What follows belongs to an exercise in optimizing a design on an open flow for small area, a short achievable clock period and few clock cycles; a production flow would make more cautious choices. Where RTL was checked, it was by simulation tests only, not by an equivalence proof against the original. No activity file was given, so power comes from the tool's default toggle rates.

==> module mvm_mac, before the edit <==
module mvm_mac
(
    input  logic                      clk,
    input  logic                      rst_n,
    input  logic                      e_mat,
    input  logic [VALUE_W-1:0]        e_value,
    input  logic [VALUE_W-1:0]        e_x,
    input  logic                      e_first,
    input  logic                      e_emit,
    input  logic [ROW_W-1:0]          res_row,
    input  logic                      res_last,
    output logic                      out_valid,
    input  logic                      out_ready,
    output logic [VALUE_W-1:0]        row_sum,
    output logic [ROW_W-1:0]          row_number,
    output logic                      last
);
    localparam int ND = VALUE_W / 2;      
    logic [VALUE_W-1:0]        op_a_reg;
    logic [ND-1:0]             op_one_reg, op_two_reg, op_neg_reg;
    logic                      op_first_reg, op_emit_reg;
    logic [3:0][PROD_W-1:0]    part_reg;
    logic                      part_first_reg, part_emit_reg;
    logic [PROD_W-1:0]         prod_reg;
    logic                      prod_emit_reg;
    logic [PROD_W-1:0]         acc_reg;           
    logic                      sat_pos_reg, sat_neg_reg;   
    logic                      keep_reg, max_reg, min_reg;  
    logic                      fin_emit_reg;
    logic                      out_valid_reg;
    logic [VALUE_W-1:0]        row_sum_reg, row_sum_next;
    logic [ROW_W-1:0]          row_number_reg;
    logic                      last_reg;
    logic [VALUE_W:0]          xb;
    logic [ND-1:0]             one, two, neg;
    logic [3:0][PROD_W-1:0]    part;
    logic [PROD_W-1:0]         fin0, fin1, prod_sum, acc_sum;
    logic                      prod_co, acc_co;
    logic [PROD_W-1:0]         acc_base;
    logic [PROD_W:0]           acc_wide;
    logic                      ovf_pos, ovf_neg;
    logic [PROD_W-FRAC_W-1:0]  acc_shift;
    always_comb
    begin
        xb = {e_x, 1'b0};
        for (int i = 0; i < ND; i++)
        begin
            one[i] = xb[2*i+1] ^ xb[2*i];
            two[i] = (xb[2*i+2] & ~xb[2*i+1] & ~xb[2*i]) | (~xb[2*i+2] & xb[2*i+1] & xb[2*i]);
            neg[i] = xb[2*i+2];
        end
    end
    mvm_mul_tree u_tree (
        .a   (op_a_reg),
        .one (op_one_reg),
        .two (op_two_reg),
        .neg (op_neg_reg),
        .r0  (part[0]),
        .r1  (part[1]),
        .r2  (part[2]),
        .r3  (part[3])
    );
    mvm_add64 u_padd (.a(fin0), .b(fin1), .s(prod_sum), .co(prod_co));
    mvm_mul_fin u_fin (
        .r0 (part_reg[0]),
        .r1 (part_reg[1]),
        .r2 (part_reg[2]),
        .r3 (part_reg[3]),
        .s0 (fin0),
        .s1 (fin1)
    );
    always_ff @(posedge clk or negedge rst_n)
    begin
        if (!rst_n)
        begin
            op_emit_reg   <= 1'b0;
            part_emit_reg <= 1'b0;
            prod_emit_reg <= 1'b0;
            fin_emit_reg  <= 1'b0;
            out_valid_reg <= 1'b0;
        end
        else
        begin
            op_emit_reg   <= e_mat && e_emit;
            part_emit_reg <= op_emit_reg;
            prod_emit_reg <= part_emit_reg;
            fin_emit_reg  <= prod_emit_reg;
            out_valid_reg <= fin_emit_reg || (out_valid_reg && !out_ready);
        end
    end
    mvm_add64 u_aadd (.a(acc_base), .b(prod_reg), .s(acc_sum), .co(acc_co));
    always_comb
    begin
        for (int i = 0; i < PROD_W; i++)
            acc_base[i] = (keep_reg && acc_reg[i]) || ((i == PROD_W - 1) ? min_reg : max_reg);
        acc_wide = {acc_base[PROD_W-1] ^ prod_reg[PROD_W-1] ^ acc_co, acc_sum};
        ovf_pos  = !acc_wide[PROD_W] && acc_wide[PROD_W-1];
        ovf_neg  = acc_wide[PROD_W] && !acc_wide[PROD_W-1];
    end
    always_ff @(posedge clk)
    begin
        op_a_reg       <= e_mat ? e_value : '0;
        op_one_reg     <= one;
        op_two_reg     <= two;
        op_neg_reg     <= neg;
        op_first_reg   <= e_mat && e_first;
        part_reg       <= part;
        part_first_reg <= op_first_reg;
        prod_reg       <= prod_sum;
        acc_reg        <= acc_wide[PROD_W-1:0];
        sat_pos_reg    <= ovf_pos;
        sat_neg_reg    <= ovf_neg;
        keep_reg       <= !part_first_reg && !ovf_pos && !ovf_neg;
        max_reg        <= !part_first_reg && ovf_pos;
        min_reg        <= !part_first_reg && ovf_neg;
    end
    always_comb
    begin
        acc_shift = acc_reg[PROD_W-1:FRAC_W];
        if (sat_pos_reg)
            row_sum_next = {1'b0, {(VALUE_W-1){1'b1}}};
        else if (sat_neg_reg)
            row_sum_next = {1'b1, {(VALUE_W-1){1'b0}}};
        else if (acc_shift[PROD_W-FRAC_W-1:VALUE_W-1] == '0 || acc_shift[PROD_W-FRAC_W-1:VALUE_W-1] == '1)
            row_sum_next = acc_shift[VALUE_W-1:0];
        else
            row_sum_next = acc_shift[PROD_W-FRAC_W-1] ? {1'b1, {(VALUE_W-1){1'b0}}}
                                                      : {1'b0, {(VALUE_W-1){1'b1}}};
    end
    always_ff @(posedge clk)
    begin
        if (fin_emit_reg)
        begin
            row_sum_reg    <= row_sum_next;
            row_number_reg <= res_row;
            last_reg       <= res_last;
        end
    end
    assign out_valid  = out_valid_reg;
    assign row_sum    = row_sum_reg;
    assign row_number = row_number_reg;
    assign last       = last_reg;
endmodule
==> module mvm_add64, before the edit <==
module mvm_add64
(
    input  logic [63:0] a,
    input  logic [63:0] b,
    output logic [63:0] s,
    output logic        co
);
    logic [6:0][63:0] g, p;
    always_comb
    begin
        g[0] = a & b;
        p[0] = a ^ b;
        for (int l = 0; l < 6; l++)
        begin
            for (int i = 0; i < 64; i++)
            begin
                if (((i >> l) & 1) == 1)
                begin
                    g[l+1][i] = g[l][i] | (p[l][i] & g[l][((i >> l) << l) - 1]);
                    p[l+1][i] = p[l][i] & p[l][((i >> l) << l) - 1];
                end
                else
                begin
                    g[l+1][i] = g[l][i];
                    p[l+1][i] = p[l][i];
                end
            end
        end
        s[0] = p[0][0];
        for (int i = 1; i < 64; i++)
            s[i] = p[0][i] ^ g[6][i-1];
        co = g[6][63];
    end
endmodule
Settings: LEC_CHECK=0, CAP_MARGIN=20, CORE_MARGIN=2, CORE_UTILIZATION=60, CTS_BUF_LIST=sky130_fd_sc_hd__clkbuf_16, CTS_CLUSTER_DIAMETER=50, CTS_CLUSTER_SIZE=28, PLACE_DENSITY=0.75, SETUP_SLACK_MARGIN=5, SLEW_MARGIN=20; clock period 9.0 ns.
standard.sh (not shown) runs the stock make flow with config.mk's settings and CLKGATE_MAP_FILE= SYNTH_SCRIPT=/design/flow/synth_recipe.tcl, a recipe that flattens the netlist after the stock synthesis.
==> flow/flow/run.sh <==
#!/bin/bash
set -euo pipefail
bash standard.sh SETUP_SLACK_MARGIN=5.6 finish > make.log 2>&1
The baseline ran to the end with no violations.
Edit:
--- a/flow/design.v
+++ b/flow/design.v
@@ -291,8 +291,10 @@
     logic [ND-1:0]             op_one_reg, op_two_reg, op_neg_reg;
     logic                      op_first_reg, op_emit_reg;
     logic [3:0][PROD_W-1:0]    part_reg;
     logic                      part_first_reg, part_emit_reg;
+    logic [1:0][PROD_W-1:0]    two_reg;
+    logic                      two_first_reg, two_emit_reg;
     logic [PROD_W-1:0]         prod_reg;
     logic                      prod_emit_reg;
     logic [PROD_W-1:0]         acc_reg;           
     logic                      sat_pos_reg, sat_neg_reg;   
@@ -304,10 +306,9 @@
     logic                      last_reg;
     logic [VALUE_W:0]          xb;
     logic [ND-1:0]             one, two, neg;
     logic [3:0][PROD_W-1:0]    part;
-    logic [PROD_W-1:0]         fin0, fin1, prod_sum, acc_sum;
-    logic                      prod_co, acc_co;
+    logic [PROD_W-1:0]         fin0, fin1;
     logic [PROD_W-1:0]         acc_base;
     logic [PROD_W:0]           acc_wide;
     logic                      ovf_pos, ovf_neg;
     logic [PROD_W-FRAC_W-1:0]  acc_shift;
@@ -330,9 +331,8 @@
         .r1  (part[1]),
         .r2  (part[2]),
         .r3  (part[3])
     );
-    mvm_add64 u_padd (.a(fin0), .b(fin1), .s(prod_sum), .co(prod_co));
     mvm_mul_fin u_fin (
         .r0 (part_reg[0]),
         .r1 (part_reg[1]),
         .r2 (part_reg[2]),
@@ -345,27 +345,28 @@
         if (!rst_n)
         begin
             op_emit_reg   <= 1'b0;
             part_emit_reg <= 1'b0;
+            two_emit_reg  <= 1'b0;
             prod_emit_reg <= 1'b0;
             fin_emit_reg  <= 1'b0;
             out_valid_reg <= 1'b0;
         end
         else
         begin
             op_emit_reg   <= e_mat && e_emit;
             part_emit_reg <= op_emit_reg;
-            prod_emit_reg <= part_emit_reg;
+            two_emit_reg  <= part_emit_reg;
+            prod_emit_reg <= two_emit_reg;
             fin_emit_reg  <= prod_emit_reg;
             out_valid_reg <= fin_emit_reg || (out_valid_reg && !out_ready);
         end
     end
-    mvm_add64 u_aadd (.a(acc_base), .b(prod_reg), .s(acc_sum), .co(acc_co));
     always_comb
     begin
         for (int i = 0; i < PROD_W; i++)
             acc_base[i] = (keep_reg && acc_reg[i]) || ((i == PROD_W - 1) ? min_reg : max_reg);
-        acc_wide = {acc_base[PROD_W-1] ^ prod_reg[PROD_W-1] ^ acc_co, acc_sum};
+        acc_wide = {acc_base[PROD_W-1], acc_base} + {prod_reg[PROD_W-1], prod_reg};
         ovf_pos  = !acc_wide[PROD_W] && acc_wide[PROD_W-1];
         ovf_neg  = acc_wide[PROD_W] && !acc_wide[PROD_W-1];
     end
     always_ff @(posedge clk)
@@ -376,15 +377,17 @@
         op_neg_reg     <= neg;
         op_first_reg   <= e_mat && e_first;
         part_reg       <= part;
         part_first_reg <= op_first_reg;
-        prod_reg       <= prod_sum;
+        two_reg        <= {fin1, fin0};
+        two_first_reg  <= part_first_reg;
+        prod_reg       <= two_reg[0] + two_reg[1];
         acc_reg        <= acc_wide[PROD_W-1:0];
         sat_pos_reg    <= ovf_pos;
         sat_neg_reg    <= ovf_neg;
-        keep_reg       <= !part_first_reg && !ovf_pos && !ovf_neg;
-        max_reg        <= !part_first_reg && ovf_pos;
-        min_reg        <= !part_first_reg && ovf_neg;
+        keep_reg       <= !two_first_reg && !ovf_pos && !ovf_neg;
+        max_reg        <= !two_first_reg && ovf_pos;
+        min_reg        <= !two_first_reg && ovf_neg;
     end
     always_comb
     begin
         acc_shift = acc_reg[PROD_W-1:FRAC_W];
@@ -411,42 +414,8 @@
     assign row_sum    = row_sum_reg;
     assign row_number = row_number_reg;
     assign last       = last_reg;
 endmodule
-module mvm_add64
-(
-    input  logic [63:0] a,
-    input  logic [63:0] b,
-    output logic [63:0] s,
-    output logic        co
-);
-    logic [6:0][63:0] g, p;
-    always_comb
-    begin
-        g[0] = a & b;
-        p[0] = a ^ b;
-        for (int l = 0; l < 6; l++)
-        begin
-            for (int i = 0; i < 64; i++)
-            begin
-                if (((i >> l) & 1) == 1)
-                begin
-                    g[l+1][i] = g[l][i] | (p[l][i] & g[l][((i >> l) << l) - 1]);
-                    p[l+1][i] = p[l][i] & p[l][((i >> l) << l) - 1];
-                end
-                else
-                begin
-                    g[l+1][i] = g[l][i];
-                    p[l+1][i] = p[l][i];
-                end
-            end
-        end
-        s[0] = p[0][0];
-        for (int i = 1; i < 64; i++)
-            s[i] = p[0][i] ^ g[6][i-1];
-        co = g[6][63];
-    end
-endmodule
 module mvm_mul_tree
 (
     input  logic [31:0] a,
     input  logic [15:0] one,
Utilization goes down by 0.69 points.
Worst hold slack is worse by 15 ps.
Cell count is higher by 5.5%.
Setup slack improved by 390 ps.
Cell area went up by 3.2%.
Power goes up by 3.3%.
Sequential power went up by about 5%.
Die area goes up by 4.2%.
Testbench counts after the change, summed over its fixed seeds: cycles 167,971.
For the first run of this note, only the layout was checked, not whether the RTL still works.

[static timing again, ports no longer ideal]
The results above use ideal ports. As a check the final layouts listed here were re-extracted and re-timed, cells and wires unchanged.
Step 1 sets driving cells, clkbuf_16 on the clock port and buf_2 on the other inputs (assumed; they add their load-dependent delay and slew).
Step 2 also shifts input and output timing later by t, the mid clock arrival at the registers, as if the neighbouring blocks saw the same clock.
Slacks: ideal ports / drivers / drivers and shift; pairs: ideal ports / drivers.
run | t, ns | setup WS [ns] | worst setup path after step 2 | slew at the worst register clock pin (ns) | worst data-port slew with drivers (ns)
the first run | 0.918 | 5.127 / 5.126 / 4.866 | input to register | 0.11 / 0.11 | 0.07
the second run | 0.958 | 5.514 / 5.514 / 4.810 | input to register | 0.11 / 0.11 | 0.12
After both steps setup and hold are still met in every run listed. For the second run, which loses most, drivers alone change the setup slack by 0.000 ns; drivers and shift together by -0.704 ns.
